This design comes from an exercise in tuning for small area, a short achievable clock period and few clock cycles per item on the open sky130 flow, not from production work.
Where RTL was checked, it was by simulation tests only, not by an equivalence proof against the original.
The RTL of runs 1 and 3 was laid out without a check of its function.
Power figures rest on the tool's default switching activity, not on a simulated workload.

### design.v
`timescale 1ns / 1ps
module mxt_lexer #(
	parameter int MANTISSA_BITS = 48,
	parameter int DEPTH_BITS = 8
) (
	input  logic        clk,
	input  logic        arst_n,
	input  logic        valid,
	input  logic        is_dig,
	input  logic        is_alp,
	input  logic        is_sp,
	input  logic        is_zero,
	input  logic        is_mark,
	input  logic        is_op,
	input  logic [3:0]  code,
	input  logic        room0,
	input  logic        room1,
	input  logic        num_held,
	output logic        go,
	output logic        push_a,
	output logic        num_a,
	output logic [4:0]  kind_a,
	output logic        push_b,
	output logic [4:0]  kind_b,
	output logic [1:0]  status_b,
	output logic [MANTISSA_BITS-1:0] acc,
	output logic [3:0]  frac
);
	localparam logic [4:0] KIND_PLUS   = 5'd11;
	localparam logic [4:0] KIND_END    = 5'd18;
	localparam logic [1:0] ST_OK      = 2'd0;
	localparam logic [1:0] ST_SYNTAX  = 2'd1;
	localparam logic [1:0] ST_KEYWORD = 2'd2;
	localparam logic [1:0] ST_MIXED   = 2'd3;
	localparam logic [1:0] CMP_EQ = 2'd0;
	localparam logic [1:0] CMP_LT = 2'd1;
	localparam logic [1:0] CMP_GT = 2'd2;
	localparam int M_IDLE = 0;
	localparam int M_NUMI = 1;   
	localparam int M_NUMF = 2;   
	localparam int M_MARK = 3;   
	localparam int M_WORD = 4;
	localparam int M_ERRS = 5;   
	localparam int M_ERRK = 6;   
	localparam logic [3:0] L_S = 4'd1, L_I = 4'd2, L_N = 4'd3, L_C = 4'd4, L_O = 4'd5,
		L_T = 4'd6, L_A = 4'd7, L_B = 4'd8, L_Q = 4'd9, L_R = 4'd10, L_P = 4'd11,
		L_E = 4'd12, L_H = 4'd13, L_X = 4'd14;
	localparam logic [4:0] W_DEAD  = 5'd8;
	localparam logic [4:0] W_S     = 5'd9;
	localparam logic [4:0] W_SI    = 5'd10;
	localparam logic [4:0] W_SQ    = 5'd11;
	localparam logic [4:0] W_SQR   = 5'd12;
	localparam logic [4:0] W_C     = 5'd13;
	localparam logic [4:0] W_CO    = 5'd14;
	localparam logic [4:0] W_TA    = 5'd15;
	localparam logic [4:0] W_TH    = 5'd16;
	localparam logic [4:0] W_SIN   = 5'd17;
	localparam logic [4:0] W_COS   = 5'd18;
	localparam logic [4:0] W_TAN   = 5'd19;
	localparam logic [4:0] W_ABS   = 5'd20;
	localparam logic [4:0] W_SQRT  = 5'd21;
	localparam logic [4:0] W_PI    = 5'd22;
	localparam logic [4:0] W_E     = 5'd23;
	localparam logic [4:0] W_THETA = 5'd24;
	localparam logic [4:0] W_X     = 5'd25;
	localparam logic [4:0] W_T     = 5'd26;
	localparam logic [4:0] W_THE   = 5'd27;
	localparam logic [4:0] W_THET  = 5'd28;
	localparam logic [4:0] W_A     = 5'd29;
	localparam logic [4:0] W_AB    = 5'd30;
	localparam logic [4:0] W_P     = 5'd31;
	function automatic logic [4:0] word_start(input logic [3:0] l);
		case (l)
			L_S: word_start = W_S;
			L_C: word_start = W_C;
			L_T: word_start = W_T;
			L_A: word_start = W_A;
			L_P: word_start = W_P;
			L_E: word_start = W_E;
			L_X: word_start = W_X;
			default: word_start = W_DEAD;
		endcase
	endfunction
	function automatic logic [4:0] word_next(input logic [4:0] s, input logic [3:0] l);
		word_next = W_DEAD;
		case (s)
			W_S:    if (l == L_I) word_next = W_SI; else if (l == L_Q) word_next = W_SQ;
			W_SI:   if (l == L_N) word_next = W_SIN;
			W_SQ:   if (l == L_R) word_next = W_SQR;
			W_SQR:  if (l == L_T) word_next = W_SQRT;
			W_C:    if (l == L_O) word_next = W_CO;
			W_CO:   if (l == L_S) word_next = W_COS;
			W_T:    if (l == L_A) word_next = W_TA; else if (l == L_H) word_next = W_TH;
			W_TA:   if (l == L_N) word_next = W_TAN;
			W_TH:   if (l == L_E) word_next = W_THE;
			W_THE:  if (l == L_T) word_next = W_THET;
			W_THET: if (l == L_A) word_next = W_THETA;
			W_A:    if (l == L_B) word_next = W_AB;
			W_AB:   if (l == L_S) word_next = W_ABS;
			W_P:    if (l == L_I) word_next = W_PI;
			default: word_next = W_DEAD;
		endcase
	endfunction
	logic [6:0]               m_q, m_n;
	logic [4:0]               w_q, w_n;
	logic [MANTISSA_BITS-1:0] acc_q;
	logic [3:0]               frac_q;
	logic [3:0]               len_q, len_s, len_d, top_dig;
	logic [1:0]               cmp_q, cmp_s, cmp_d;
	logic [DEPTH_BITS-1:0]    depth_q, depth_n, depth_step;
	logic                     neg_q, neg_n;
	logic [1:0]               var_q, var_n, v;
	logic                     mixed_q, mixed_n;
	logic [3:0] dig;
	logic [MANTISSA_BITS-1:0] wide, add_x, add_y, acc_val;
	logic add_c, over, start, take, num, is_kw, fall, err_n;
	assign dig = code;
	assign num_a = num;
	assign num = m_q[M_NUMI] || m_q[M_NUMF];
	assign start = m_q[M_IDLE] || m_q[M_MARK];
	assign is_kw = w_q[4] && w_q[3:0] >= 4'd1 && w_q[3:0] <= 4'd10;
	assign v = w_q[1:0] + 2'd1;
	assign go = valid && (is_dig ? !(start && num_held)
		: ((num || m_q[M_WORD]) ? room0 : room1));
	assign add_x = {acc_q[MANTISSA_BITS-4:0], dig[3] ? 3'b111 : dig[2:0]};
	assign add_y = {acc_q[MANTISSA_BITS-2:0], dig[3]};
	assign add_c = dig[3] & dig[0];
	mxt_add #(.N(MANTISSA_BITS)) u_add (.x(add_x), .y(add_y), .ci(add_c), .s(wide));
	assign over = len_q == 4'd15 || (len_q == 4'd14
		&& (cmp_q == CMP_GT || (cmp_q == CMP_EQ && dig > 4'd5)));
	always_comb begin
		case (len_q)
			4'd0:  top_dig = 4'd2;
			4'd1:  top_dig = 4'd8;
			4'd2:  top_dig = 4'd1;
			4'd3:  top_dig = 4'd4;
			4'd4:  top_dig = 4'd7;
			4'd5:  top_dig = 4'd4;
			4'd6:  top_dig = 4'd9;
			4'd7:  top_dig = 4'd7;
			4'd8:  top_dig = 4'd6;
			4'd9:  top_dig = 4'd7;
			4'd10: top_dig = 4'd1;
			4'd11: top_dig = 4'd0;
			4'd12: top_dig = 4'd6;
			4'd13: top_dig = 4'd5;
			default: top_dig = 4'd5;
		endcase
	end
	assign len_s = (len_q == 4'd0 && dig == 4'd0) ? 4'd0 : len_q + 4'd1;
	assign cmp_s = (len_q == 4'd0 && dig == 4'd0) ? CMP_EQ
		: cmp_q != CMP_EQ ? cmp_q
		: dig > top_dig ? CMP_GT : dig < top_dig ? CMP_LT : CMP_EQ;
	assign len_d = dig == 4'd0 ? 4'd0 : 4'd1;
	assign cmp_d = dig == 4'd0 ? CMP_EQ : dig > 4'd2 ? CMP_GT : dig < 4'd2 ? CMP_LT : CMP_EQ;
	assign take = go && is_dig && (start || m_q[M_NUMI]
		|| (m_q[M_NUMF] && !over && frac_q != 4'd15));
	assign acc_val = start ? {{(MANTISSA_BITS-4){1'b0}}, dig}
		: (wide | {MANTISSA_BITS{m_q[M_NUMI] && over}});
	always_ff @(posedge clk) begin
		if (take) begin
			acc_q <= acc_val;
			frac_q <= m_q[M_MARK] ? 4'd1 : m_q[M_IDLE] ? 4'd0 : frac_q + {3'd0, m_q[M_NUMF]};
			len_q <= start ? len_d : (m_q[M_NUMI] && over) ? 4'd15 : len_s;
			cmp_q <= start ? cmp_d : (m_q[M_NUMI] && over) ? CMP_EQ : cmp_s;
		end
	end
	assign acc = acc_q;
	assign frac = frac_q;
	assign depth_step = depth_q + {{(DEPTH_BITS-1){code[1]}}, 1'b1};
	always_comb begin
		m_n = m_q; w_n = w_q;
		depth_n = depth_q; neg_n = neg_q; var_n = var_q; mixed_n = mixed_q;
		push_a = 1'b0; kind_a = 5'd0;
		push_b = 1'b0; kind_b = 5'd0; status_b = ST_OK;
		fall = 1'b1;
		if (num) begin
			if (is_dig) begin
				fall = 1'b0;
			end else if (is_mark && m_q[M_NUMI]) begin
				fall = 1'b0;
				m_n = 7'd1 << M_NUMF;
			end else begin
				push_a = 1'b1;
				m_n = 7'd1 << M_IDLE;
			end
		end else if (m_q[M_MARK]) begin
			if (is_dig) begin
				fall = 1'b0;
				m_n = 7'd1 << M_NUMF;
			end else begin
				m_n = 7'd1 << M_ERRS;
			end
		end else if (m_q[M_WORD]) begin
			if (is_alp || is_dig) begin
				fall = 1'b0;
				w_n = is_alp ? word_next(w_q, code) : W_DEAD;
			end else if (is_kw) begin
				push_a = 1'b1;
				kind_a = {1'b0, w_q[3:0]};
				m_n = 7'd1 << M_IDLE;
				if (w_q[3:0] >= 4'd8) begin
					if (var_q == 2'd0) var_n = v;
					else if (var_q != v) mixed_n = 1'b1;
				end
			end else begin
				m_n = 7'd1 << M_ERRK;
			end
		end
		err_n = m_n[M_ERRS] || m_n[M_ERRK];
		if (fall) begin
			if (is_zero) begin
				push_b = 1'b1;
				kind_b = KIND_END;
				if (m_n[M_ERRS]) status_b = ST_SYNTAX;
				else if (m_n[M_ERRK]) status_b = ST_KEYWORD;
				else if (mixed_n) status_b = ST_MIXED;
				else if (depth_q != '0 || neg_q) status_b = ST_SYNTAX;
				else status_b = ST_OK;
				m_n = 7'd1 << M_IDLE;
				depth_n = '0; neg_n = 1'b0; var_n = 2'd0; mixed_n = 1'b0;
			end else if (!err_n) begin
				m_n = 7'd1 << M_IDLE;
				if (is_sp) begin
				end else if (is_dig) begin
					m_n = 7'd1 << M_NUMI;
				end else if (is_mark) begin
					m_n = 7'd1 << M_MARK;
				end else if (is_alp) begin
					m_n = 7'd1 << M_WORD;
					w_n = word_start(code);
				end else if (is_op) begin
					push_b = 1'b1;
					kind_b = KIND_PLUS + {1'b0, code};
					if (code == 4'd5) begin
						if (&depth_q) neg_n = 1'b1;
						else depth_n = depth_step;
					end
					if (code == 4'd6) begin
						if (depth_q == '0) neg_n = 1'b1;
						else depth_n = depth_step;
					end
				end else begin
					m_n = 7'd1 << M_ERRS;
				end
			end
		end
	end
	always_ff @(posedge clk or negedge arst_n) begin
		if (!arst_n) begin
			m_q <= 7'd1 << M_IDLE; depth_q <= '0; neg_q <= 1'b0; var_q <= 2'd0;
			mixed_q <= 1'b0;
		end else if (go) begin
			m_q <= m_n; depth_q <= depth_n; neg_q <= neg_n; var_q <= var_n;
			mixed_q <= mixed_n;
		end
	end
	always_ff @(posedge clk) begin
		if (go) w_q <= w_n;
	end
endmodule
module mxt_add #(
	parameter int N = 48
) (
	input  logic [N-1:0] x,
	input  logic [N-1:0] y,
	input  logic         ci,
	output logic [N-1:0] s
);
	localparam int LV = $clog2(N);
	logic [N-1:0] p;
	logic [N-1:0] g_l [0:2*LV];
	logic [N-1:0] p_l [0:2*LV];
	assign p = x ^ y;
	always_comb begin
		g_l[0] = x & y;
		p_l[0] = p;
		g_l[0][0] = (x[0] & y[0]) | (p[0] & ci);
		for (int l = 0; l < LV; l++) begin
			g_l[l+1] = g_l[l];
			p_l[l+1] = p_l[l];
			for (int i = 0; i < N; i++) begin
				if (((i + 1) % (2 << l)) == 0) begin
					g_l[l+1][i] = g_l[l][i] | (p_l[l][i] & g_l[l][i - (1 << l)]);
					p_l[l+1][i] = p_l[l][i] & p_l[l][i - (1 << l)];
				end
			end
		end
		for (int l = LV - 1; l >= 0; l--) begin
			g_l[2*LV-l] = g_l[2*LV-l-1];
			p_l[2*LV-l] = p_l[2*LV-l-1];
			for (int i = 0; i < N; i++) begin
				if (((i + 1) % (2 << l)) == (1 << l) && i >= (2 << l)) begin
					g_l[2*LV-l][i] = g_l[2*LV-l-1][i] | (p_l[2*LV-l-1][i] & g_l[2*LV-l-1][i - (1 << l)]);
					p_l[2*LV-l][i] = p_l[2*LV-l-1][i] & p_l[2*LV-l-1][i - (1 << l)];
				end
			end
		end
	end
	assign s = p ^ {g_l[2*LV][N-2:0], ci};
endmodule
`timescale 1ns / 1ps
module mxt_token_queue (
	input  logic       clk,
	input  logic       arst_n,
	input  logic       go,
	input  logic       push_a,
	input  logic       num_a,
	input  logic [4:0] kind_a,
	input  logic       push_b,
	input  logic [4:0] kind_b,
	input  logic [1:0] status_b,
	output logic       hp0,
	output logic       hp1,
	output logic       num_held,
	output logic       q0_num,
	output logic       tokens_valid,
	input  logic       tokens_ready,
	output logic [4:0] tokens_token_kind,
	output logic [1:0] tokens_status
);
	logic       v0_q, v1_q;
	logic [4:0] k0_q, k1_q;
	logic [1:0] s0_q, s1_q;
	logic       n0_q, n1_q, t0_n;
	logic       pop, pa, pb;
	logic [4:0] t0_k;
	logic [1:0] t0_s;
	assign pop = v0_q && tokens_ready;
	assign hp0 = !v1_q && (!v0_q || tokens_ready);
	assign hp1 = !v1_q || tokens_ready;
	assign q0_num = n0_q;
	assign num_held = (v0_q && n0_q && !tokens_ready) || (v1_q && n1_q);
	assign tokens_valid = v0_q;
	assign tokens_token_kind = k0_q;
	assign tokens_status = s0_q;
	assign pa = go && push_a;
	assign pb = go && push_b;
	assign t0_k = push_a ? kind_a : kind_b;
	assign t0_s = push_a ? 2'd0 : status_b;
	assign t0_n = push_a && num_a;
	always_ff @(posedge clk or negedge arst_n) begin
		if (!arst_n) begin
			v0_q <= 1'b0;
			v1_q <= 1'b0;
		end else begin
			if (hp0) begin
				v0_q <= pa || pb;
				v1_q <= pa && pb;
			end else if (pop || !v1_q) begin
				v0_q <= 1'b1;
				v1_q <= pa || pb;
			end
		end
	end
	always_ff @(posedge clk) begin
		if (hp0) begin
			k0_q <= t0_k;
			s0_q <= t0_s;
			n0_q <= t0_n;
			k1_q <= kind_b;
			s1_q <= status_b;
			n1_q <= 1'b0;
		end else begin
			if (pop) begin
				k0_q <= k1_q;
				s0_q <= s1_q;
				n0_q <= n1_q;
			end
			if (pop || !v1_q) begin
				k1_q <= t0_k;
				s1_q <= t0_s;
				n1_q <= t0_n;
			end
		end
	end
endmodule
`timescale 1ns / 1ps
module math_expression_tokenizer #(
	parameter int MANTISSA_BITS = 48,
	parameter int DEPTH_BITS = 8
) (
	input  logic clk,
	input  logic arst_n,
	input  logic chars_valid,
	output logic chars_ready,
	input  logic [7:0] chars_character,
	output logic tokens_valid,
	input  logic tokens_ready,
	output logic [4:0] tokens_token_kind,
	output logic [47:0] tokens_number_mantissa,
	output logic [3:0] tokens_fraction_digits,
	output logic [1:0] tokens_status,
	output logic tokens_last,
	input  logic cfg_valid,
	output logic cfg_ready,
	input  logic cfg_comma_decimal_mark
);
	localparam int C_DIG  = 0;
	localparam int C_ALP  = 1;
	localparam int C_SP   = 2;
	localparam int C_ZERO = 3;
	localparam int C_MARK = 4;
	localparam int C_OP   = 5;
	logic        mark_q;
	logic        r0_v, r1_v;
	logic [5:0]  r0_cls, r1_cls, in_cls;
	logic [3:0]  r0_code, r1_code, in_code;
	logic        accept, go;
	logic        q_hp0, q_hp1, num_held;
	logic        push_a, push_b, num_a;
	logic [4:0]  kind_a, kind_b;
	logic [1:0]  status_b;
	logic        q0_num;
	logic [47:0] acc;
	logic [3:0]  frac;
	logic [7:0]  ch;
	assign cfg_ready = 1'b1;
	assign chars_ready = !r1_v;
	assign accept = chars_valid && !r1_v;
	assign ch = chars_character;
	always_comb begin
		in_cls = '0;
		in_code = 4'd0;
		in_cls[C_DIG] = ch >= "0" && ch <= "9";
		in_cls[C_ALP] = (ch >= "a" && ch <= "z") || (ch >= "A" && ch <= "Z");
		in_cls[C_SP] = ch == " " || (ch >= 8'd9 && ch <= 8'd13);
		in_cls[C_ZERO] = ch == 8'd0;
		in_cls[C_MARK] = mark_q ? (ch == ",") : (ch == ".");
		if (in_cls[C_DIG]) in_code = ch[3:0];
		case (ch)
			"s": in_code = 4'd1;
			"i": in_code = 4'd2;
			"n": in_code = 4'd3;
			"c": in_code = 4'd4;
			"o": in_code = 4'd5;
			"t": in_code = 4'd6;
			"a": in_code = 4'd7;
			"b": in_code = 4'd8;
			"q": in_code = 4'd9;
			"r": in_code = 4'd10;
			"p": in_code = 4'd11;
			"e": in_code = 4'd12;
			"h": in_code = 4'd13;
			"x": in_code = 4'd14;
			"+": begin in_cls[C_OP] = 1'b1; in_code = 4'd0; end
			"-": begin in_cls[C_OP] = 1'b1; in_code = 4'd1; end
			"*": begin in_cls[C_OP] = 1'b1; in_code = 4'd2; end
			"/": begin in_cls[C_OP] = 1'b1; in_code = 4'd3; end
			"^": begin in_cls[C_OP] = 1'b1; in_code = 4'd4; end
			"(": begin in_cls[C_OP] = 1'b1; in_code = 4'd5; end
			")": begin in_cls[C_OP] = 1'b1; in_code = 4'd6; end
			default: ;
		endcase
	end
	always_ff @(posedge clk or negedge arst_n) begin
		if (!arst_n) mark_q <= 1'b0;
		else if (cfg_valid) mark_q <= cfg_comma_decimal_mark;
	end
	always_ff @(posedge clk or negedge arst_n) begin
		if (!arst_n) begin
			r0_v <= 1'b0;
			r1_v <= 1'b0;
		end else if (go) begin
			r0_v <= r1_v || accept;
			r1_v <= 1'b0;
		end else if (accept) begin
			if (r0_v) r1_v <= 1'b1;
			else r0_v <= 1'b1;
		end
	end
	always_ff @(posedge clk) begin
		if (go || !r0_v) begin
			r0_cls <= r1_v ? r1_cls : in_cls;
			r0_code <= r1_v ? r1_code : in_code;
		end
		if (!r1_v) begin
			r1_cls <= in_cls;
			r1_code <= in_code;
		end
	end
	mxt_lexer #(
		.MANTISSA_BITS(MANTISSA_BITS),
		.DEPTH_BITS(DEPTH_BITS)
	) u_lexer (
		.clk(clk),
		.arst_n(arst_n),
		.valid(r0_v),
		.is_dig(r0_cls[C_DIG]),
		.is_alp(r0_cls[C_ALP]),
		.is_sp(r0_cls[C_SP]),
		.is_zero(r0_cls[C_ZERO]),
		.is_mark(r0_cls[C_MARK]),
		.is_op(r0_cls[C_OP]),
		.code(r0_code),
		.room0(q_hp0),
		.room1(q_hp1),
		.num_held(num_held),
		.go(go),
		.push_a(push_a),
		.num_a(num_a),
		.kind_a(kind_a),
		.push_b(push_b),
		.kind_b(kind_b),
		.status_b(status_b),
		.acc(acc),
		.frac(frac)
	);
	mxt_token_queue u_queue (
		.clk(clk),
		.arst_n(arst_n),
		.go(go),
		.push_a(push_a),
		.num_a(num_a),
		.kind_a(kind_a),
		.push_b(push_b),
		.kind_b(kind_b),
		.status_b(status_b),
		.hp0(q_hp0),
		.hp1(q_hp1),
		.num_held(num_held),
		.q0_num(q0_num),
		.tokens_valid(tokens_valid),
		.tokens_ready(tokens_ready),
		.tokens_token_kind(tokens_token_kind),
		.tokens_status(tokens_status)
	);
	assign tokens_last = tokens_token_kind[4] & tokens_token_kind[1];
	assign tokens_number_mantissa = q0_num ? acc : 48'd0;
	assign tokens_fraction_digits = q0_num ? frac : 4'd0;
endmodule
### run.sh
#!/bin/bash
# synth_recipe.tcl (not shown) runs the flow's synth.tcl, then flattens the netlist and writes it again
# the make line also repeats each setting of config.mk as NAME=value (left out here)
make -C /OpenROAD-flow-scripts/flow DESIGN_CONFIG=/design/flow/config.mk WORK_HOME=/design/flow/orfs CLKGATE_MAP_FILE= SYNTH_SCRIPT=/design/flow/synth_recipe.tcl finish
### config.mk
export PLATFORM = sky130hd
export DESIGN_NAME = math_expression_tokenizer
export DESIGN_NICKNAME = math_expression_tokenizer
export VERILOG_FILES = /design/flow/design.v
export SDC_FILE = /design/flow/constraint.sdc
export NUM_CORES = 4
export LEC_CHECK = 0
export CAP_MARGIN = 20
export CORE_MARGIN = 2
export CORE_UTILIZATION = 40
export CTS_BUF_LIST = sky130_fd_sc_hd__clkbuf_4 sky130_fd_sc_hd__clkbuf_8
export CTS_CLUSTER_SIZE = 30
export SETUP_SLACK_MARGIN = 1.5
export SLEW_MARGIN = 20
### constraint.sdc
create_clock -name core_clock -period 5.3 [get_ports {clk}]
set_input_delay 1.0600 -clock core_clock [delete_from_list [all_inputs] [get_ports {clk}]]
set_output_delay 1.0600 -clock core_clock [all_outputs]
set_load 0.01 [all_outputs]
==> results of run 1 <==
==> flip-flops by register name (all words and copies together) (netlist names), 4 cells and up <==
| signal | cells |
|---|---|
| u_lexer.depth_q | 8 |
| r0_cls | 6 |
| u_lexer.len_q | 4 |
| u_lexer.frac_q | 4 |
| r1_cls | 6 |
| r1_code | 4 |
| u_lexer.m_q | 7 |
| u_lexer.w_q | 5 |
| u_lexer.acc_q | 48 |
| u_queue.k1_q | 5 |
| u_queue.k0_q | 5 |
| r0_code | 4 |
==> per-stage QoR <==
| step | cell area (sq um) | setup slack, ns | total power, mW | instances | hold slack, ns |
|---|---|---|---|---|---|
| 5_1_grt | 10900 | 1.47 | 5.62 | 1395 | 0.483 |
| 6_report | 10900 | 1.80 | 5.22 | 1395 | 0.444 |
| 4_1_cts | 10800 | 1.53 | 5.21 | 1392 | 0.447 |
| 3_3_place_gp | 10400 | 1.51 | 4.19 | 1360 | 0.429 |
| 2_1_floorplan | 9340 | 1.55 | 3.43 | 1014 | 0.412 |
| 3_5_place_dp | 10400 | 1.46 | 4.23 | 1360 | 0.431 |
==> power by group <==
| part | internal, mW | switching, mW |
|---|---|---|
| clock | 0.534 | 0.430 |
| sequential | 1.38 | 0.316 |
| combinational | 1.13 | 1.42 |
==> layout make-up <==
type	count	area (sq um)
fill	2135	11900
clock buffer	19	255
multi-input combinational	784	5490
clock inverter	13	194
inverter	49	184
tap	313	392
timing repair buffer	94	910
sequential	123	3460
==> cells by family (layout without fill, tap and decap cells) <==
logic type | after synthesis | in the layout | share of synthesized area (%)
AOI/OAI and AO/OA | 283 | 283 | 19.1
xor gates and xnor gates | 39 | 39 | 3.67
buffers and inverters | 107 | 175 | 4.51
and+or+nand+nor | 356 | 356 | 19.5
muxes | 10 | 10 | 1.26
other | 1 | 1 | 0.0403
adders and majority gates | 95 | 95 | 14.8
DFF | 123 | 123 | 37.2
==> worst paths after layout <==
kind	depth (start not counted)	from	slack, ns	end
min in group asynchronous	2	arst_n	0.97	u_lexer.m_q[3]$_DFFE_PN0P_
hold / removal	2	r1_cls[3]$_DFF_P_	0.44	r1_cls[3]$_DFF_P_
setup reg to reg	16	r0_code[3]$_DFFE_PP_	1.80	u_lexer.acc_q[46]$_SDFFCE_PP0P_
max in group asynchronous	2	arst_n	4.01	u_lexer.m_q[0]$_DFFE_PN1P_
hold reg to reg	2	r1_cls[3]$_DFF_P_	0.44	r1_cls[3]$_DFF_P_
setup / recovery	16	r0_code[3]$_DFFE_PP_	1.80	u_lexer.acc_q[46]$_SDFFCE_PP0P_
==> tightest hold or removal path, cell delays in order, from the launching register on <==
cell and delay (ns):
sky130_fd_sc_hd__dfxtp_1 0.31, sky130_fd_sc_hd__nand2_1 0.04, sky130_fd_sc_hd__nand2_1 0.06
==> layer usage <==
| metal | wire [um] | vias up | GRT usage, % |
|---|---|---|---|
| met3 | 838 | 25 | 3.30 |
| met4 | 289 | 0 | 4.98 |
| met5 | 0 | - | 0 |
| li1 | - | 3791 | - |
| met1 | 10500 | 3657 | 25.3 |
| met2 | 11100 | 181 | 32.1 |
==> what timing repair did <==
action,in CTS,in global routing
pin swaps,1,3
resized for setup,0,11
buffers inserted,0,3
endpoints found under the setup margin,1,12
==> synthesized netlist by cell type, types with 3 or more instances <==
| master | count |
|---|---|
| sky130_fd_sc_hd__nor2b_1 | 16 |
| sky130_fd_sc_hd__o22ai_1 | 8 |
| sky130_fd_sc_hd__nand3b_1 | 5 |
| sky130_fd_sc_hd__nor3b_1 | 3 |
| sky130_fd_sc_hd__ha_1 | 70 |
| sky130_fd_sc_hd__buf_2 | 3 |
| sky130_fd_sc_hd__a21o_1 | 11 |
| sky130_fd_sc_hd__o21ai_0 | 58 |
| sky130_fd_sc_hd__nor3_1 | 15 |
| sky130_fd_sc_hd__xor2_1 | 16 |
| sky130_fd_sc_hd__o21bai_1 | 7 |
| sky130_fd_sc_hd__fa_1 | 25 |
| sky130_fd_sc_hd__inv_1 | 48 |
| sky130_fd_sc_hd__o22a_1 | 7 |
| sky130_fd_sc_hd__dfrtp_1 | 23 |
| sky130_fd_sc_hd__a21oi_1 | 104 |
| sky130_fd_sc_hd__buf_1 | 3 |
| sky130_fd_sc_hd__o31ai_1 | 8 |
| sky130_fd_sc_hd__a41oi_1 | 4 |
| sky130_fd_sc_hd__a31oi_1 | 14 |
| sky130_fd_sc_hd__and4_1 | 3 |
| sky130_fd_sc_hd__clkbuf_1 | 49 |
| sky130_fd_sc_hd__xnor2_1 | 23 |
| sky130_fd_sc_hd__or2_2 | 6 |
| sky130_fd_sc_hd__o211ai_1 | 8 |
| sky130_fd_sc_hd__a221oi_1 | 9 |
| sky130_fd_sc_hd__o41ai_1 | 4 |
| sky130_fd_sc_hd__nand2_1 | 74 |
| sky130_fd_sc_hd__a211oi_1 | 4 |
| sky130_fd_sc_hd__mux2_2 | 4 |
| sky130_fd_sc_hd__nor4_1 | 13 |
| sky130_fd_sc_hd__a32o_1 | 3 |
| sky130_fd_sc_hd__o32ai_1 | 3 |
| sky130_fd_sc_hd__dfxtp_1 | 11 |
| sky130_fd_sc_hd__edfxtp_1 | 88 |
| sky130_fd_sc_hd__a22o_1 | 3 |
| sky130_fd_sc_hd__o21a_1 | 6 |
| sky130_fd_sc_hd__mux2i_1 | 5 |
| sky130_fd_sc_hd__nand3_1 | 20 |
| sky130_fd_sc_hd__nor2_1 | 94 |
| sky130_fd_sc_hd__and2_1 | 59 |
| sky130_fd_sc_hd__nand2b_1 | 20 |
| sky130_fd_sc_hd__nand4_1 | 14 |
==> implementation parameters, run 1 <==
Parameter                              Value

Status
  Result of the run ... timing/DRC/antenna clean

Critical path
  CP most frequent cell ... sky130_fd_sc_hd__nor2_1
  Cells traversed along the worst timing path ... nor2_2 > ha_1 > nor2_1 > fa_2 > nand2b_1 > a21oi_2 > nor2_1 > o31ai_2 > buf_4 > a32oi_2 > o211ai_1 > nor4_2 > o41ai_2 > fa_1 > nor2_1 > nor2_1
  Worst setup EP type ... flop
  Maximum net fanout on the critical path ... 6
  Critical path data required time ... 5.50 ns
  Type of the setup path with the least slack ... flop to flop
  Largest stage delay on the critical path ... roughly 0.48 ns
  Cell family with most CP delay ... adder cells
  Critical Path AT ... about 3.7 ns
  Startpoint type of the worst setup path ... flop
  Worst Path Buf+Inv ... 1
  Slowest cell on crit path ... sky130_fd_sc_hd__edfxtp_1

Yosys
  Avg Cell Area, Syn ... between 9 and 10 sq um
  Number of nets in the synthesized netlist ... approximately 1.1k
  Count of flip-flops with a built-in enable after synthesis ... 88
  Library cell with the largest summed area after synthesis ... sky130_fd_sc_hd__edfxtp_1
  Combined area of all synthesized cells ... ~9300 sq um
  Most instantiated flip-flop cell in the synthesis netlist ... sky130_fd_sc_hd__edfxtp_1
  Area share of the leading cell type in the synthesized netlist ... 28.4%
  Number of distinct library cell variants in the gate-level netlist after synthesis ... 75
  Warning count from the yosys run ... 6
  Sequential element share of the synthesized area ... 37.2%
  Proportion of register bits with asynchronous set or reset after synthesis ... between 10% and 20%
  Cells taking the most area after synthesis ... sky130_fd_sc_hd__edfxtp_1 28%, sky130_fd_sc_hd__ha_1 9.4%, sky130_fd_sc_hd__dfrtp_1 6.2%
  Instance count of the mapped netlist ... 1014
  Count of state elements after synthesis ... 123

STA
  Setup violations, final ... 0
  Final worst path period share ... 66.0%
  Total Negative Setup Slacks ... 0 ns
  Transition time of the tightest slew-check pin ... 0.860 ns
  Hold Violations, Final ... 0
  Fmax achieved ... 286 MHz
  Slew Limit Fails ... 0
  Setup repair after global routing missed its margin ... true
  Slew margin rel. ... 41.9%
  Post-layout minimum cycle time ... 3.50 ns
  Final Skew ... 0.0316 ns

Route
  Antenna Violating Nets Remaining ... 0
  Number of detailed-routing iterations run before antenna repair ... 5
  Residual DRC count ... 0
  WL final ... 22700 um
  Vias post-DR ... 7654
  Post-detailed-route via-to-cell ratio ... 5.49
  Initial DRC count ... 531
  WL/cell ... 16.3 um

Die
  Die extent in x ... approximately 160 um
  Total die area ... 24500 sq um
  Core footprint ... 22800 sq um
  Boundary Pins ... 77
  Die H ... 157 um
  Std-Cell Rows ... between 50 and 60
  Effective utilization at floorplan ... 40.9%

Finish
  Final #Nets ... 1178
  Area added between synthesis and finish ... 17.0%
  Fraction of final layout cells sized beyond drive strength 1 ... 7.76%
  Commonest non-fill, non-tap cell in the layout ... sky130_fd_sc_hd__a21oi_1
  Share of the core filled with cells ... 47.8%
  Top library cells by usage in the layout, fill and taps aside ... 102 x sky130_fd_sc_hd__a21oi_1, 92 x sky130_fd_sc_hd__nor2_1, 88 x sky130_fd_sc_hd__edfxtp_1
  Count of inserted antenna diode cells ... 0

Placement
  IO buf count ... 75
  Placer Congestion ... 0.878
  Post-detailed-placement half-perimeter wirelength ... 16100 um

GRT
  Largest net degree at the start of global routing ... 53
  Leftover overflow at the end of global routing ... 0
  Total Routing Usage GR ... 19.0%
  Via count of the first global-routing pass ... between 7k and 8k
  Number of antenna violations at the first check in global routing ... 0
  Wire length of the first global-routing pass ... 37500 um

Power
  Worst IR Drop VDD ... 0.259 mV
  Standby leakage power ... 4.19 nW
  Power Density ... 479 nW/um^2

Clock tree
  H-tree depth ... 4
  Library cell used as clock root buffer ... sky130_fd_sc_hd__clkbuf_8
  Total of hold buffers inserted after clock tree synthesis ... 0
  Maximum clock insertion buffer count ... 2
  Clock latency reported for the late side of the worst-skew pair ... 0.47 ns
  Number of CTS-inserted buffers ... 17
  Clk slew on worst S/H paths ... 0.09 ns
  Clk sinks ... about 120
  CTS tree ... done

Run
  Max-capacitance violation count ... 0

Hold path
  Type of the most critical hold path ... flop to flop
==> run 2, diff against run 1 <==
--- a/design.v
+++ b/design.v
@@ -267,7 +267,7 @@
 	input  logic         ci,
 	output logic [N-1:0] s
 );
-	localparam int LV = $clog2(N);
+	localparam int LV = 6;   
 	logic [N-1:0] p;
 	logic [N-1:0] g_l [0:2*LV];
 	logic [N-1:0] p_l [0:2*LV];
--- a/config.mk
+++ b/config.mk
@@ -10,5 +10,5 @@
 export CORE_UTILIZATION = 40
 export CTS_BUF_LIST = sky130_fd_sc_hd__clkbuf_4 sky130_fd_sc_hd__clkbuf_8
 export CTS_CLUSTER_SIZE = 30
-export SETUP_SLACK_MARGIN = 1.5
+export SETUP_SLACK_MARGIN = 2.0
 export SLEW_MARGIN = 20
==> run 2 against run 1 <==
Still clean on timing, DRC and antenna. Flip-flop and latch count unchanged. First-iteration DRC count decreased by 19%. Final cell count rose by 0.57%. Largest power group unchanged.
==> implementation parameters, run 2 <==
Parameter                              Value

STA
  Total Negative Setup Slacks ... 0 ns (unchanged)
  Hold Violations, Final ... 0 (unchanged)
  Post-layout minimum cycle time ... 3.44 ns (was 3.50 ns)
  Setup repair after global routing missed its margin ... true (unchanged)
  Final worst path period share ... 64.9% (was 66.0%)
  Transition time of the tightest slew-check pin ... 0.951 ns (was 0.860 ns)
  Slew Limit Fails ... 0 (unchanged)
  Final Skew ... 0.0176 ns (was 0.0316 ns)
  Slew margin rel. ... 35.8% (was 41.9%)
  Setup violations, final ... 0 (unchanged)
  Worst Hold Slack ... 0.463 ns (was 0.444 ns)
  Fmax achieved ... 291 MHz (was 286 MHz)

Route
  Vias post-DR ... 7754 (was 7654)
  Number of detailed-routing iterations run before antenna repair ... 7 (was 5)
  Residual DRC count ... 0 (unchanged)
  Initial DRC count ... 430 (was 531)
  Antenna Violating Nets Remaining ... 0 (unchanged)
  Post-detailed-route via-to-cell ratio ... 5.53 (was 5.49)
  WL/cell ... 16.5 um (was 16.3 um)
  WL final ... 23200 um (was 22700 um)

Die
  Std-Cell Rows ... 55 (unchanged)
  Total die area ... 24500 sq um (unchanged)
  Die extent in x ... 157 um (unchanged)
  Die H ... 157 um (unchanged)
  Boundary Pins ... 77 (unchanged)
  Effective utilization at floorplan ... 40.9% (unchanged)
  Core footprint ... 22800 sq um (unchanged)

Finish
  Count of inserted antenna diode cells ... 0 (unchanged)
  Register with the highest flop count ... u_lexer.acc_q (unchanged)
  Area added between synthesis and finish ... 18.6% (was 17.0%)
  Number of filler cells placed in the layout ... 2157 (was 2135)
  Final #Nets ... 1186 (was 1178)
  Final instance area ... 11100 sq um (was 10900 sq um)
  Fraction of final layout cells sized beyond drive strength 1 ... 10.6% (was 7.76%)
  Commonest non-fill, non-tap cell in the layout ... sky130_fd_sc_hd__a21oi_1 (unchanged)
  Top Registers ... u_lexer.acc_q (48), u_lexer.depth_q (8), u_lexer.m_q (7) (unchanged)
  Flip-flop count of the largest register after layout ... 48 (unchanged)
  Top library cells by usage in the layout, fill and taps aside ... 99 x sky130_fd_sc_hd__a21oi_1, 88 x sky130_fd_sc_hd__nor2_1, 88 x sky130_fd_sc_hd__edfxtp_1 (was 102 x sky130_fd_sc_hd__a21oi_1, 92 x sky130_fd_sc_hd__nor2_1, 88 x sky130_fd_sc_hd__edfxtp_1)
  Post-layout instance count excluding filler cells ... 1403 (was 1395)

Yosys
  Number of nets in the synthesized netlist ... 1123 (unchanged)
  Count of flip-flops with a built-in enable after synthesis ... 88 (unchanged)
  Most frequent cell after synthesis ... sky130_fd_sc_hd__a21oi_1 (unchanged)
  Avg Cell Area, Syn ... 9.19 sq um (unchanged)
  Count of state elements after synthesis ... 123 (unchanged)
  Warning count from the yosys run ... 6 (unchanged)
  Most instantiated flip-flop cell in the synthesis netlist ... sky130_fd_sc_hd__edfxtp_1 (unchanged)
  Instance count of the mapped netlist ... 1014 (unchanged)
  Combined area of all synthesized cells ... 9310 sq um (unchanged)
  Number of distinct library cell variants in the gate-level netlist after synthesis ... 75 (unchanged)
  Library cell with the largest summed area after synthesis ... sky130_fd_sc_hd__edfxtp_1 (unchanged)
  Area share of the leading cell type in the synthesized netlist ... 28.4% (unchanged)
  Most used standard cells in the synthesized netlist ... 104 x sky130_fd_sc_hd__a21oi_1, 94 x sky130_fd_sc_hd__nor2_1, 88 x sky130_fd_sc_hd__edfxtp_1 (unchanged)
  Cells taking the most area after synthesis ... sky130_fd_sc_hd__edfxtp_1 28%, sky130_fd_sc_hd__ha_1 9.4%, sky130_fd_sc_hd__dfrtp_1 6.2% (unchanged)
  Proportion of register bits with asynchronous set or reset after synthesis ... 19.5% (unchanged)
  Sequential element share of the synthesized area ... 37.2% (unchanged)

Power
  Final Total Pwr ... 5.23 mW (was 5.22 mW)
  Worst IR Drop VDD ... 0.229 mV (was 0.259 mV)
  Cell internal power dissipation ... 2.98 mW (was 3.05 mW)
  Net switching power of the design ... 2.25 mW (was 2.17 mW)
  Standby leakage power ... 4.25 nW (was 4.19 nW)
  Relative contribution of the clock network to total power ... 17.1% (was 18.5%)
  Combinational share of power ... 50.9% (was 48.9%)
  Switching power as a share of total power ... 43.0% (was 41.6%)
  Power Density ... 473 nW/um^2 (was 479 nW/um^2)
  Proportion of power drawn by flip-flops and latches ... 32.1% (was 32.6%)

Critical path
  Cell family with most CP delay ... compound AO/OA/AOI/OAI gates (was adder cells)
  Cells traversed along the worst timing path ... nor2_2 > ha_1 > nor2_2 > fa_2 > nand2b_4 > a21oi_4 > nor2_4 > o31ai_4 > a32oi_2 > o211ai_1 > nor4_2 > o41ai_2 > fa_2 > nor2_1 > nor2_1 (was nor2_2 > ha_1 > nor2_1 > fa_2 > nand2b_1 > a21oi_2 > nor2_1 > o31ai_2 > buf_4 > a32oi_2 > o211ai_1 > nor4_2 > o41ai_2 > fa_1 > nor2_1 > nor2_1)
  Maximum net fanout on the critical path ... 4 (was 6)
  Critical Path AT ... 3.64 ns (was 3.70 ns)
  Slowest cell on crit path ... sky130_fd_sc_hd__fa_2 (was sky130_fd_sc_hd__edfxtp_1)
  Worst setup EP type ... flop (unchanged)
  Largest stage delay on the critical path ... 0.50 ns (was 0.48 ns)
  Type of the setup path with the least slack ... flop to flop (unchanged)
  Startpoint type of the worst setup path ... flop (unchanged)
  Worst Path Buf+Inv ... 0 (was 1)
  Critical path data required time ... 5.50 ns (about the same)

Clock tree
  CTS tree ... done (unchanged)
  Clock latency reported for the late side of the worst-skew pair ... 0.46 ns (was 0.47 ns)
  Maximum clock insertion buffer count ... 2 (unchanged)
  Clk sinks ... 123 (unchanged)
  Library cell used as clock root buffer ... sky130_fd_sc_hd__clkbuf_8 (unchanged)
  H-tree depth ... 4 (unchanged)
  Clk slew on worst S/H paths ... 0.09 ns (about the same)
  Number of CTS-inserted buffers ... 17 (unchanged)

GRT
  Number of antenna violations at the first check in global routing ... 0 (unchanged)
  Total Routing Usage GR ... 19.5% (was 19.0%)
  Largest net degree at the start of global routing ... 53 (unchanged)
  Leftover overflow at the end of global routing ... 0 (unchanged)
  Wire length of the first global-routing pass ... 38800 um (was 37500 um)
  Via count of the first global-routing pass ... 7520 (was 7375)

Placement
  Number of placed instances with taps included ... 1355 (was 1360)
  IO buf count ... 75 (unchanged)
  Placed inst area ... 10400 sq um (about the same)
  Post-detailed-placement half-perimeter wirelength ... 16400 um (was 16100 um)
  Placer Congestion ... 0.890 (was 0.878)

Run
  Max-capacitance violation count ... 0 (unchanged)

Hold path
  Type of the most critical hold path ... flop to flop (unchanged)

Status
  Result of the run ... timing/DRC/antenna clean (unchanged)
## run 2: path summary, 6_finish.rpt
path / start / endpoint / slack (ns) / cells after the start
setup / recovery: r0_code[3]$_DFFE_PP_ / u_lexer.acc_q[46]$_SDFFCE_PP0P_ / 1.86 / 15
hold / removal: r1_cls[4]$_DFF_P_ / r1_cls[4]$_DFF_P_ / 0.46 / 2
setup reg to reg: r0_code[3]$_DFFE_PP_ / u_lexer.acc_q[46]$_SDFFCE_PP0P_ / 1.86 / 15
hold reg to reg: r1_cls[4]$_DFF_P_ / r1_cls[4]$_DFF_P_ / 0.46 / 2
max in group asynchronous: arst_n / u_lexer.m_q[0]$_DFFE_PN1P_ / 4.01 / 2
min in group asynchronous: arst_n / u_lexer.depth_q[6]$_DFFE_PN0P_ / 0.97 / 2
## run 2: stage by stage
step                worst slack (ns)  utilization (%)
detailed placement              1.26             45.5
floorplan                       1.76                -
finish                          1.86             48.5
global route                    1.67             48.5
CTS                             1.86             48.0
global placement                1.33             45.5
## run 2: kinds of logic (layout without fill, tap and decap cells)
logic type / count (synthesis) / count (layout) / synth area share [%]
AOI/OAI and AO/OA: 283 / 283 / 19.1
xor gates and xnor gates: 39 / 39 / 3.67
adders and majority gates: 95 / 95 / 14.8
buffers and inverters: 107 / 183 / 4.51
DFF: 123 / 123 / 37.2
muxes: 10 / 10 / 1.26
other: 1 / 1 / 0.0403
and+or+nand+nor: 356 / 356 / 19.5
## run 2: metal layers
metal	global-route usage, %	vias to the layer above	wire length [um]
met5	0	-	0
met4	5.29	0	320
met3	3.10	22	822
met2	31.8	187	11200
met1	27.1	3741	10800
li1	-	3804	-
## run 2: layout make-up
cell class,instances,area (sq um),share of cell area (%)
tap,313,392,3.54
multi-input combinational,784,5630,50.9
timing repair buffer,102,968,8.76
inverter,49,186,1.69
sequential,123,3460,31.4
clock buffer,17,234,2.12
clock inverter,15,176,1.60
## run 2: repair_timing
item                                    4_1_cts  5_1_grt
resized for setup                            15       21
hold buffers                                  0        0
setup buffers                                10        6
pin swaps                                     4        4
endpoints found under the setup margin      111       58
## run 2: power groups by stage
stage	clock network, mW	logic, mW	registers (mW)
floorplan	0	1.89	1.57
global placement	0	2.48	1.72
detailed placement	0	2.52	1.72
CTS	0.914	2.63	1.67
global route	0.954	2.98	1.72
finish	0.894	2.66	1.68
## run 2: worst register-to-register path: cells and delay by family, from the launching register on
kind	cells	cell delay, ns
AOI/OAI and AO/OA	5	1.12
and+or+nand+nor	7	0.62
DFF	1	0.46
adders and majority gates	3	1.01
Testbench counts of run 2, summed over its fixed seeds: cycles 45,710, chars 45,683.
==> run 3, diff against run 2 <==
--- a/design.v
+++ b/design.v
@@ -12,7 +12,7 @@
 	input  logic        is_zero,
 	input  logic        is_mark,
 	input  logic        is_op,
-	input  logic [3:0]  code,
+	input  logic [4:0]  code,
 	input  logic        room0,
 	input  logic        room1,
 	input  logic        num_held,
@@ -42,9 +42,9 @@
 	localparam int M_WORD = 4;
 	localparam int M_ERRS = 5;   
 	localparam int M_ERRK = 6;   
-	localparam logic [3:0] L_S = 4'd1, L_I = 4'd2, L_N = 4'd3, L_C = 4'd4, L_O = 4'd5,
-		L_T = 4'd6, L_A = 4'd7, L_B = 4'd8, L_Q = 4'd9, L_R = 4'd10, L_P = 4'd11,
-		L_E = 4'd12, L_H = 4'd13, L_X = 4'd14;
+	localparam logic [4:0] L_A = 5'd1, L_B = 5'd2, L_C = 5'd3, L_E = 5'd5, L_H = 5'd8,
+		L_I = 5'd9, L_N = 5'd14, L_O = 5'd15, L_P = 5'd16, L_Q = 5'd17, L_R = 5'd18,
+		L_S = 5'd19, L_T = 5'd20, L_X = 5'd24;
 	localparam logic [4:0] W_DEAD  = 5'd8;
 	localparam logic [4:0] W_S     = 5'd9;
 	localparam logic [4:0] W_SI    = 5'd10;
@@ -69,7 +69,7 @@
 	localparam logic [4:0] W_A     = 5'd29;
 	localparam logic [4:0] W_AB    = 5'd30;
 	localparam logic [4:0] W_P     = 5'd31;
-	function automatic logic [4:0] word_start(input logic [3:0] l);
+	function automatic logic [4:0] word_start(input logic [4:0] l);
 		case (l)
 			L_S: word_start = W_S;
 			L_C: word_start = W_C;
@@ -81,7 +81,7 @@
 			default: word_start = W_DEAD;
 		endcase
 	endfunction
-	function automatic logic [4:0] word_next(input logic [4:0] s, input logic [3:0] l);
+	function automatic logic [4:0] word_next(input logic [4:0] s, input logic [4:0] l);
 		word_next = W_DEAD;
 		case (s)
 			W_S:    if (l == L_I) word_next = W_SI; else if (l == L_Q) word_next = W_SQ;
@@ -112,9 +112,9 @@
 	logic [1:0]               var_q, var_n, v;
 	logic                     mixed_q, mixed_n;
 	logic [3:0] dig;
-	logic [MANTISSA_BITS-1:0] wide, add_x, add_y, acc_val;
-	logic add_c, over, start, take, num, is_kw, fall, err_n;
-	assign dig = code;
+	logic [MANTISSA_BITS-1:0] wide, acc_val;
+	logic over, start, take, num, is_kw, fall, err_n;
+	assign dig = {code[3], code[2] & !code[3], code[1] & !code[3], code[0]};
 	assign num_a = num;
 	assign num = m_q[M_NUMI] || m_q[M_NUMF];
 	assign start = m_q[M_IDLE] || m_q[M_MARK];
@@ -122,10 +122,13 @@
 	assign v = w_q[1:0] + 2'd1;
 	assign go = valid && (is_dig ? !(start && num_held)
 		: ((num || m_q[M_WORD]) ? room0 : room1));
-	assign add_x = {acc_q[MANTISSA_BITS-4:0], dig[3] ? 3'b111 : dig[2:0]};
-	assign add_y = {acc_q[MANTISSA_BITS-2:0], dig[3]};
-	assign add_c = dig[3] & dig[0];
-	mxt_add #(.N(MANTISSA_BITS)) u_add (.x(add_x), .y(add_y), .ci(add_c), .s(wide));
+	assign wide[0] = code[0];
+	mxt_add #(.N(MANTISSA_BITS-1)) u_add (
+		.x({acc_q[MANTISSA_BITS-4:0], code[2:1]}),
+		.y(acc_q[MANTISSA_BITS-2:0]),
+		.ci(code[3]),
+		.s(wide[MANTISSA_BITS-1:1])
+	);
 	assign over = len_q == 4'd15 || (len_q == 4'd14
 		&& (cmp_q == CMP_GT || (cmp_q == CMP_EQ && dig > 4'd5)));
 	always_comb begin
@@ -231,12 +234,12 @@
 					w_n = word_start(code);
 				end else if (is_op) begin
 					push_b = 1'b1;
-					kind_b = KIND_PLUS + {1'b0, code};
-					if (code == 4'd5) begin
+					kind_b = KIND_PLUS + code;
+					if (code == 5'd5) begin
 						if (&depth_q) neg_n = 1'b1;
 						else depth_n = depth_step;
 					end
-					if (code == 4'd6) begin
+					if (code == 5'd6) begin
 						if (depth_q == '0) neg_n = 1'b1;
 						else depth_n = depth_step;
 					end
@@ -267,7 +270,7 @@
 	input  logic         ci,
 	output logic [N-1:0] s
 );
-	localparam int LV = 6;   
+	localparam int LV = $clog2(N);
 	logic [N-1:0] p;
 	logic [N-1:0] g_l [0:2*LV];
 	logic [N-1:0] p_l [0:2*LV];
@@ -403,9 +406,9 @@
 	localparam int C_MARK = 4;
 	localparam int C_OP   = 5;
 	logic        mark_q;
-	logic        r0_v, r1_v;
+	logic        r0_v, r1_v, r1_free;
 	logic [5:0]  r0_cls, r1_cls, in_cls;
-	logic [3:0]  r0_code, r1_code, in_code;
+	logic [4:0]  r0_code, r1_code, in_code;
 	logic        accept, go;
 	logic        q_hp0, q_hp1, num_held;
 	logic        push_a, push_b, num_a;
@@ -416,40 +419,27 @@
 	logic [3:0]  frac;
 	logic [7:0]  ch;
 	assign cfg_ready = 1'b1;
-	assign chars_ready = !r1_v;
-	assign accept = chars_valid && !r1_v;
+	assign r1_v = !r1_free;
+	assign chars_ready = r1_free;
+	assign accept = chars_valid && r1_free;
 	assign ch = chars_character;
 	always_comb begin
 		in_cls = '0;
-		in_code = 4'd0;
+		in_code = {1'b0, ch[3], ch[2] | ch[3], ch[1] | ch[3], ch[0]};
 		in_cls[C_DIG] = ch >= "0" && ch <= "9";
 		in_cls[C_ALP] = (ch >= "a" && ch <= "z") || (ch >= "A" && ch <= "Z");
 		in_cls[C_SP] = ch == " " || (ch >= 8'd9 && ch <= 8'd13);
 		in_cls[C_ZERO] = ch == 8'd0;
 		in_cls[C_MARK] = mark_q ? (ch == ",") : (ch == ".");
-		if (in_cls[C_DIG]) in_code = ch[3:0];
+		if (in_cls[C_ALP]) in_code = ch[5] ? ch[4:0] : 5'd0;
 		case (ch)
-			"s": in_code = 4'd1;
-			"i": in_code = 4'd2;
-			"n": in_code = 4'd3;
-			"c": in_code = 4'd4;
-			"o": in_code = 4'd5;
-			"t": in_code = 4'd6;
-			"a": in_code = 4'd7;
-			"b": in_code = 4'd8;
-			"q": in_code = 4'd9;
-			"r": in_code = 4'd10;
-			"p": in_code = 4'd11;
-			"e": in_code = 4'd12;
-			"h": in_code = 4'd13;
-			"x": in_code = 4'd14;
-			"+": begin in_cls[C_OP] = 1'b1; in_code = 4'd0; end
-			"-": begin in_cls[C_OP] = 1'b1; in_code = 4'd1; end
-			"*": begin in_cls[C_OP] = 1'b1; in_code = 4'd2; end
-			"/": begin in_cls[C_OP] = 1'b1; in_code = 4'd3; end
-			"^": begin in_cls[C_OP] = 1'b1; in_code = 4'd4; end
-			"(": begin in_cls[C_OP] = 1'b1; in_code = 4'd5; end
-			")": begin in_cls[C_OP] = 1'b1; in_code = 4'd6; end
+			"+": begin in_cls[C_OP] = 1'b1; in_code = 5'd0; end
+			"-": begin in_cls[C_OP] = 1'b1; in_code = 5'd1; end
+			"*": begin in_cls[C_OP] = 1'b1; in_code = 5'd2; end
+			"/": begin in_cls[C_OP] = 1'b1; in_code = 5'd3; end
+			"^": begin in_cls[C_OP] = 1'b1; in_code = 5'd4; end
+			"(": begin in_cls[C_OP] = 1'b1; in_code = 5'd5; end
+			")": begin in_cls[C_OP] = 1'b1; in_code = 5'd6; end
 			default: ;
 		endcase
 	end
@@ -460,12 +450,12 @@
 	always_ff @(posedge clk or negedge arst_n) begin
 		if (!arst_n) begin
 			r0_v <= 1'b0;
-			r1_v <= 1'b0;
+			r1_free <= 1'b1;
 		end else if (go) begin
 			r0_v <= r1_v || accept;
-			r1_v <= 1'b0;
+			r1_free <= 1'b1;
 		end else if (accept) begin
-			if (r0_v) r1_v <= 1'b1;
+			if (r0_v) r1_free <= 1'b0;
 			else r0_v <= 1'b1;
 		end
 	end
==> run 3 against run 2 <==
Still clean. Routed wire length shrank 1.1%. Clock skew fell by 0.0067 ns. Flip-flop and latch count grew 2. Non-clock buffer count up 13. Clock power is 6.8% higher. First-iteration DRC count increased by 15%. Via count decreased by 2.2%. Register-to-register slack worse by 0.05 ns. Setup slack worse by 0.053 ns. Critical path type unchanged. Largest power group is now sequential cells.
==> implementation parameters, run 3 <==
Parameter                              Value

STA
  Fmax achieved ... 286 MHz (was 291 MHz)
  Post-layout minimum cycle time ... 3.49 ns (was 3.44 ns)
  Setup violations, final ... 0 (unchanged)
  Setup repair after global routing missed its margin ... true (unchanged)
  Transition time of the tightest slew-check pin ... 1.04 ns (was 0.951 ns)
  Final worst path period share ... 65.9% (was 64.9%)
  Final Skew ... 0.0109 ns (was 0.0176 ns)
  Total Negative Setup Slacks ... 0 ns (unchanged)
  Hold Violations, Final ... 0 (unchanged)
  Slew Limit Fails ... 0 (unchanged)
  Final worst-path setup slack ... 1.81 ns (was 1.86 ns)
  Slew margin rel. ... 30.4% (was 35.8%)

Route
  Highest routed layer ... met4 (unchanged)
  Met2 wirelength from detailed routing ... 10400 um (was 11200 um)
  Routed metal-1 wire length ... 11100 um (was 10800 um)
  Number of detailed-routing iterations run before antenna repair ... 6 (was 7)
  Initial DRC count ... 496 (was 430)
  Total met3 wirelength after detailed routing ... 1100 um (was 822 um)
  Vias post-DR ... 7585 (was 7754)
  Post-detailed-route via-to-cell ratio ... 5.54 (was 5.53)
  Residual DRC count ... 0 (unchanged)
  WL final ... 22900 um (was 23200 um)
  WL/cell ... 16.7 um (was 16.5 um)
  Antenna Violating Nets Remaining ... 0 (unchanged)

Clock tree
  Clock latency reported for the late side of the worst-skew pair ... 0.46 ns (about the same)
  Total of hold buffers inserted after clock tree synthesis ... 0 (unchanged)
  Number of CTS-inserted buffers ... 17 (unchanged)
  Maximum clock insertion buffer count ... 2 (unchanged)
  CTS tree ... done (unchanged)
  Library cell used as clock root buffer ... sky130_fd_sc_hd__clkbuf_8 (unchanged)
  H-tree depth ... 4 (unchanged)
  Clk sinks ... 125 (was 123)
  Clk slew on worst S/H paths ... 0.07 ns (was 0.09 ns)

Die
  Boundary Pins ... 77 (unchanged)
  Die H ... 156 um (was 157 um)
  Total die area ... 24200 sq um (was 24500 sq um)
  Effective utilization at floorplan ... 40.7% (was 40.9%)
  Die extent in x ... 156 um (was 157 um)
  Std-Cell Rows ... 55 (unchanged)
  Core footprint ... 22600 sq um (was 22800 sq um)

Finish
  Final #Nets ... 1180 (was 1186)
  Final instance area ... 11000 sq um (was 11100 sq um)
  Register with the highest flop count ... u_lexer.acc_q (unchanged)
  Top library cells by usage in the layout, fill and taps aside ... 89 x sky130_fd_sc_hd__nor2_1, 89 x sky130_fd_sc_hd__edfxtp_1, 82 x sky130_fd_sc_hd__nand2_1 (was 99 x sky130_fd_sc_hd__a21oi_1, 88 x sky130_fd_sc_hd__nor2_1, 88 x sky130_fd_sc_hd__edfxtp_1)
  Flip-flop count of the largest register after layout ... 48 (unchanged)
  Post-layout instance count excluding filler cells ... 1370 (was 1403)
  Top Registers ... u_lexer.acc_q (48), u_lexer.depth_q (8), u_lexer.m_q (7) (unchanged)
  Fraction of final layout cells sized beyond drive strength 1 ... 11.9% (was 10.6%)
  Count of inserted antenna diode cells ... 0 (unchanged)
  Area added between synthesis and finish ... 20.2% (was 18.6%)

Placement
  Number of placed instances with taps included ... 1306 (was 1355)
  Post-detailed-placement half-perimeter wirelength ... 16300 um (was 16400 um)
  IO buf count ... 75 (unchanged)
  Placer Congestion ... 0.887 (was 0.890)
  DP Worst Slack ... 1.34 ns (was 1.26 ns)
  Placed inst area ... 10200 sq um (was 10400 sq um)

Yosys
  Warning count from the yosys run ... 6 (unchanged)
  Number of nets in the synthesized netlist ... 1088 (was 1123)
  Library cell with the largest summed area after synthesis ... sky130_fd_sc_hd__edfxtp_1 (unchanged)
  Combined area of all synthesized cells ... 9190 sq um (was 9310 sq um)
  Count of flip-flops with a built-in enable after synthesis ... 89 (was 88)
  Most frequent cell after synthesis ... sky130_fd_sc_hd__nor2_1 (was sky130_fd_sc_hd__a21oi_1)
  Area share of the leading cell type in the synthesized netlist ... 29.1% (was 28.4%)
  Instance count of the mapped netlist ... 980 (was 1014)
  Cells taking the most area after synthesis ... sky130_fd_sc_hd__edfxtp_1 29%, sky130_fd_sc_hd__ha_1 9.4%, sky130_fd_sc_hd__dfrtp_1 6.0% (was sky130_fd_sc_hd__edfxtp_1 28%, sky130_fd_sc_hd__ha_1 9.4%, sky130_fd_sc_hd__dfrtp_1 6.2%)
  Proportion of register bits with asynchronous set or reset after synthesis ... 19.2% (was 19.5%)
  Most used standard cells in the synthesized netlist ... 90 x sky130_fd_sc_hd__nor2_1, 89 x sky130_fd_sc_hd__edfxtp_1, 84 x sky130_fd_sc_hd__nand2_1 (was 104 x sky130_fd_sc_hd__a21oi_1, 94 x sky130_fd_sc_hd__nor2_1, 88 x sky130_fd_sc_hd__edfxtp_1)
  Number of distinct library cell variants in the gate-level netlist after synthesis ... 79 (was 75)
  Most instantiated flip-flop cell in the synthesis netlist ... sky130_fd_sc_hd__edfxtp_1 (unchanged)
  Avg Cell Area, Syn ... 9.37 sq um (was 9.19 sq um)
  Sequential element share of the synthesized area ... 38.3% (was 37.2%)
  Count of state elements after synthesis ... 125 (was 123)

Critical path
  Critical Path AT ... 3.65 ns (was 3.64 ns)
  Critical path data required time ... 5.46 ns (was 5.50 ns)
  Worst Path Buf+Inv ... 2 (was 0)
  Cells traversed along the worst timing path ... inv_6 > fa_2 > inv_2 > fa_2 > a211o_1 > a211o_1 > a21bo_2 > a21o_1 > a21o_1 > a21o_1 > a21o_1 > fa_2 > xnor2_1 > a21oi_1 (was nor2_2 > ha_1 > nor2_2 > fa_2 > nand2b_4 > a21oi_4 > nor2_4 > o31ai_4 > a32oi_2 > o211ai_1 > nor4_2 > o41ai_2 > fa_2 > nor2_1 > nor2_1)
  Maximum net fanout on the critical path ... 2 (was 4)
  Type of the setup path with the least slack ... flop to flop (unchanged)
  Worst setup EP type ... flop (unchanged)
  CP most frequent cell ... sky130_fd_sc_hd__a21o_1
  Startpoint type of the worst setup path ... flop (unchanged)
  Cell family with most CP delay ... compound AO/OA/AOI/OAI gates (unchanged)
  Largest stage delay on the critical path ... 0.46 ns (was 0.50 ns)
  Slowest cell on crit path ... sky130_fd_sc_hd__edfxtp_1 (was sky130_fd_sc_hd__fa_2)

GRT
  Total Routing Usage GR ... 19.5% (about the same)
  Number of antenna violations at the first check in global routing ... 0 (unchanged)
  Leftover overflow at the end of global routing ... 0 (unchanged)
  Largest net degree at the start of global routing ... 54 (was 53)
  Via count of the first global-routing pass ... 7377 (was 7520)
  Wire length of the first global-routing pass ... 37800 um (was 38800 um)

Hold path
  Type of the most critical hold path ... flop to flop (unchanged)

Status
  Result of the run ... timing/DRC/antenna clean (unchanged)

Power
  Power Density ... 183 nW/um^2 (was 473 nW/um^2)
  Worst IR Drop VDD ... 0.137 mV (was 0.229 mV)
  Standby leakage power ... 4.53 nW (was 4.25 nW)

Run
  Max-capacitance violation count ... 0 (unchanged)
-- run 3: what timing repair did --
item / in CTS / in global routing
setup buffers: 12 / 20
endpoints found under the hold margin: 0 / 0
endpoints found under the setup margin: 33 / 67
gates resized for setup: 5 / 23
pin swaps: 7 / 20
-- run 3: worst reg2reg max path, cell delays in order, from the launching register on --
cell and delay, ns:
sky130_fd_sc_hd__edfxtp_1 0.46, sky130_fd_sc_hd__inv_6 0.08, sky130_fd_sc_hd__fa_2 0.18, sky130_fd_sc_hd__inv_2 0.04, sky130_fd_sc_hd__fa_2 0.35, sky130_fd_sc_hd__a211o_1 0.28, sky130_fd_sc_hd__a211o_1 0.30, sky130_fd_sc_hd__a21bo_2 0.24
sky130_fd_sc_hd__a21o_1 0.16, sky130_fd_sc_hd__a21o_1 0.18, sky130_fd_sc_hd__a21o_1 0.16, sky130_fd_sc_hd__a21o_1 0.17, sky130_fd_sc_hd__fa_2 0.35, sky130_fd_sc_hd__xnor2_1 0.14, sky130_fd_sc_hd__a21oi_1 0.09
-- run 3: per-layer routing --
layer,vias up,global-route usage (%)
met5,-,0
met4,0,6.25
met3,30,3.44
met2,192,30.5
met1,3619,27.6
li1,3744,-
-- run 3: power breakdown --
part	switching [mW]	internal, mW	leakage [nW]	total [mW]
registers	0.000508	1.04	1.35	1.04
clock network	0.388	0.568	0.232	0.955
logic	0.0158	0.0138	2.94	0.0296
total	0.404	1.62	4.53	2.02
-- run 3: final cells by class --
class                      instances  area (sq um)
fill                            2157         11500
multi-input combinational        761          5470
sequential                       125          3520
timing repair buffer             115          1060
tap                              285           357
clock buffer                      24           305
inverter                          52           200
clock inverter                     8           139
-- run 3: worst paths after layout --
path,startpoint,end,slack [ns],cells after the start
setup / recovery,r0_code[1]$_DFFE_PP_,u_lexer.acc_q[16]$_SDFFCE_PP0P_,1.81,14
hold / removal,r1_code[4]$_DFF_P_,r1_code[4]$_DFF_P_,0.47,2
setup reg to reg,r0_code[1]$_DFFE_PP_,u_lexer.acc_q[16]$_SDFFCE_PP0P_,1.81,14
hold reg to reg,r1_code[4]$_DFF_P_,r1_code[4]$_DFF_P_,0.47,2
max in group asynchronous,arst_n,u_lexer.m_q[0]$_DFFE_PN1P_,4.01,2
min in group asynchronous,arst_n,mark_q$_DFFE_PN0P_,0.97,2
-- run 3: cell families (layout without fill, tap and decap cells) --
kind of cell | Yosys count | count (layout) | share of synthesized area (%)
other | 1 | 1 | 0.0408
and+or+nand+nor | 353 | 353 | 19.5
AOI/OAI and AO/OA | 264 | 264 | 18.4
xor gates and xnor gates | 40 | 40 | 3.81
adders and majority gates | 95 | 95 | 15.0
DFF | 125 | 125 | 38.3
muxes | 8 | 8 | 0.913
buffers and inverters | 94 | 199 | 4.07
-- run 3: stage by stage --
step	utilization (%)	total power, mW	hold slack, ns
final	48.9	2.02	0.471
after global routing	48.9	2.09	0.495
after CTS	47.8	2.04	0.477
after detailed placement	45.3	1.09	0.464
after global placement	45.3	1.09	0.458
after floorplan	-	1.07	0.439

-- afterwards: timing with drivers on the ports --
No port has a modelled driver above. Below, the same layouts with a new extraction and two added sets of constraints. Step 1 assumes that a clkbuf_16 drives the clock port and a buf_2 every other input. Step 2 moves the port delays by t, midway between the first and last clock arrival at a register: inputs arrive t later, outputs are due t later. That takes back most of the time a late clock gives input paths. a / b / c = no drivers / after step 1 / after step 2; a / b = the first two.
| run | t (ns) | setup WS [ns] | hold slack, ns | pins driven straight from the clock port |
|---|---|---|---|---|
| run 1 | 0.499 | 1.802 / 1.802 / 1.594 | 0.444 / 0.444 / 0.444 | 1 |
| run 2 | 0.493 | 1.862 / 1.862 / 1.704 | 0.463 / 0.463 / 0.463 | 1 |
| run 3 | 0.497 | 1.810 / 1.810 / 1.635 | 0.471 / 0.471 / 0.471 | 1 |
After both steps every run listed still meets setup and hold. For run 1, which loses most, drivers alone change the setup slack by 0.000 ns; drivers and shift together by -0.208 ns.
